This is an optimization exercise on Yosys and OpenROAD, whose aim is small area, a short achievable clock period and few clock cycles per item, not a production implementation.
In this exercise RTL edits were held to simulation tests only and were not proved equivalent to the original.
Power figures rest on the tool's default switching activity, not on a simulated workload.

old:
==> module icache_resp, before the edit <==
module icache_resp #(
    parameter int NUM_LINES = 2,
    parameter int LINE_WORDS = 4
) (
    input  logic        i_clk,
    input  logic        i_rst,
    input  logic        i_req_valid,
    input  logic [31:0] i_req_addr,
    input  logic        i_flush,
    output logic [31:0] o_inst,
    output logic        o_inst_valid,
    output logic        o_stall,
    output logic        o_mem_req,
    output logic [31:0] o_mem_addr,
    input  logic        i_mem_ack,
    input  logic [31:0] i_mem_rdata,
    output logic [31:0] o_hit_cnt,
    output logic [31:0] o_miss_cnt
);
    localparam int OFF_W = $clog2(LINE_WORDS);
    localparam int IDX_W = $clog2(NUM_LINES);
    localparam int TAG_W = 30 - OFF_W - IDX_W;
    logic [LINE_WORDS-1:0] valid_r [NUM_LINES];
    logic [TAG_W-1:0]      tag_r   [NUM_LINES];
    logic [31:0]           data_r  [NUM_LINES][LINE_WORDS];
    logic [OFF_W-1:0]      req_off_s;
    logic [IDX_W-1:0]      req_idx_s;
    logic [TAG_W-1:0]      req_tag_s;
    logic                  tag_eq_s;
    logic                  hit_s;
    logic                  miss_s;
    logic                  fill_s;
    logic                  unused_s;
    assign req_off_s = i_req_addr[2 +: OFF_W];
    assign req_idx_s = i_req_addr[2 + OFF_W +: IDX_W];
    assign req_tag_s = i_req_addr[31 -: TAG_W];
    assign unused_s  = ^i_req_addr[1:0];
    assign tag_eq_s  = (tag_r[req_idx_s] == req_tag_s);
    assign hit_s     = i_req_valid & valid_r[req_idx_s][req_off_s] & tag_eq_s;
    assign miss_s    = i_req_valid & ~hit_s;
    assign fill_s    = miss_s & i_mem_ack & ~i_flush;
    assign o_mem_req    = miss_s;
    assign o_mem_addr   = {i_req_addr[31:2], 2'b00};
    assign o_inst_valid = hit_s | (miss_s & i_mem_ack);
    assign o_stall      = ~o_inst_valid;
    assign o_inst       = hit_s ? data_r[req_idx_s][req_off_s] : i_mem_rdata;
    always_ff @(posedge i_clk) begin
        if (i_rst || i_flush) begin
            for (int i = 0; i < NUM_LINES; i++) begin
                valid_r[i] <= '0;
            end
        end else if (fill_s) begin
            if (tag_eq_s) begin
                valid_r[req_idx_s][req_off_s] <= 1'b1;
            end else begin
                valid_r[req_idx_s] <= LINE_WORDS'(1) << req_off_s;
            end
        end
    end
    always_ff @(posedge i_clk) begin
        if (fill_s) begin
            data_r[req_idx_s][req_off_s] <= i_mem_rdata;
            tag_r[req_idx_s]             <= req_tag_s;
        end
    end
    assign o_hit_cnt  = 32'd0;
    assign o_miss_cnt = 32'd0;
endmodule
export LEC_CHECK = 0
export CAP_MARGIN = 20
export CORE_MARGIN = 2
export CORE_UTILIZATION = 40
export SLEW_MARGIN = 20
create_clock -name core_clock -period 6.5 [get_ports {i_clk}]
standard.sh (not shown) runs the stock make flow with config.mk's settings and CLKGATE_MAP_FILE= SYNTH_SCRIPT=/design/flow/synth_recipe.tcl, a recipe that flattens the netlist after the stock synthesis.
==> flow/flow/run.sh <==
#!/bin/bash
# The standard layout, with one change: the constant outputs share the single tie cell
# that synthesis makes, instead of one tie cell per constant output pin.
set -euo pipefail
export SKIP_REPAIR_TIE_FANOUT=1
bash standard.sh finish > layout.log 2>&1
Testbench counts of old, summed over its fixed seeds: cycles 31,720, fetches 24,000.
Input changes introduced in new (baseline for comparison: old):
--- a/flow/design.v
+++ b/flow/design.v
@@ -25,27 +25,37 @@
     logic [31:0]           data_r  [NUM_LINES][LINE_WORDS];
     logic [OFF_W-1:0]      req_off_s;
     logic [IDX_W-1:0]      req_idx_s;
     logic [TAG_W-1:0]      req_tag_s;
     logic                  tag_eq_s;
+    logic [NUM_LINES-1:0]  line_hit_s;
+    logic [31:0]           hit_word_s;
     logic                  hit_s;
     logic                  miss_s;
     logic                  fill_s;
     logic                  unused_s;
     assign req_off_s = i_req_addr[2 +: OFF_W];
     assign req_idx_s = i_req_addr[2 + OFF_W +: IDX_W];
     assign req_tag_s = i_req_addr[31 -: TAG_W];
     assign unused_s  = ^i_req_addr[1:0];
     assign tag_eq_s  = (tag_r[req_idx_s] == req_tag_s);
-    assign hit_s     = i_req_valid & valid_r[req_idx_s][req_off_s] & tag_eq_s;
+    always_comb begin
+        hit_word_s = 32'd0;
+        for (int i = 0; i < NUM_LINES; i++) begin
+            line_hit_s[i] = (req_idx_s == IDX_W'(i)) & valid_r[i][req_off_s] &
+                            (tag_r[i] == req_tag_s);
+            hit_word_s    = hit_word_s | ({32{line_hit_s[i]}} & data_r[i][req_off_s]);
+        end
+    end
+    assign hit_s     = i_req_valid & (|line_hit_s);
     assign miss_s    = i_req_valid & ~hit_s;
     assign fill_s    = miss_s & i_mem_ack & ~i_flush;
     assign o_mem_req    = miss_s;
     assign o_mem_addr   = {i_req_addr[31:2], 2'b00};
     assign o_inst_valid = hit_s | (miss_s & i_mem_ack);
     assign o_stall      = ~o_inst_valid;
-    assign o_inst       = hit_s ? data_r[req_idx_s][req_off_s] : i_mem_rdata;
+    assign o_inst       = hit_word_s | ({32{~(|line_hit_s)}} & i_mem_rdata);
     always_ff @(posedge i_clk) begin
         if (i_rst || i_flush) begin
             for (int i = 0; i < NUM_LINES; i++) begin
                 valid_r[i] <= '0;
             end
## What came out
Later-pin clock latency in the skew report: new vs old — no meaningful difference
From old to new the numbers moved as follows: sequential share of layout area fell 0.84 points, number of standard cells after synthesis rose 22, maximum frequency now sits higher.
The lower period utilization came out of new.
Changes observed in new relative to old: total power picked up an extra about 0.9%; final area grew by 230 um2.
On share of power burned in combinational logic: new sits below old.
Compared with old, in new total global routing track utilization went up by 0.60 points, multi-input logic portion of the cell area went down by 0.57 points.
Looking at number of global-route vias before repair, new sits 3.4% higher than old does.
Looking at cell with the largest stage delay on the worst path, the sky130_fd_sc_hd__a2111oi_4 result is from old; the sky130_fd_sc_hd__clkdlybuf4s50_1 one comes from new.
Testbench counts of new, summed over its fixed seeds: cycles 31,720, fetches 24,000.

-- what the ideal ports hide --
In the flow no input, the clock included, has a driving cell. The finished layouts below were timed again as built, in two steps.
Step 1 assumes that a clkbuf_16 drives the clock port and a buf_2 every other input.
Step 2, shift: input delay + t, output delay - t, t = (earliest + latest rising clock arrival at the registers) / 2. This alone moves slack from input paths to output paths.
a / b / c = ideal ports / drivers / drivers and shift; a / b = the first two.
run | t, ns | slack for setup (ns) | worst setup path after step 2 | worst register clock-pin slew, ns | worst slew at a driven data input, ns
old | 0.550 | 0.476 / 0.451 / 0.451 | input to output | 0.06 / 0.06 | 0.07
new | 0.554 | 0.789 / 0.764 / 0.764 | input to output | 0.06 / 0.06 | 0.08
After both steps every run listed still meets setup and hold.
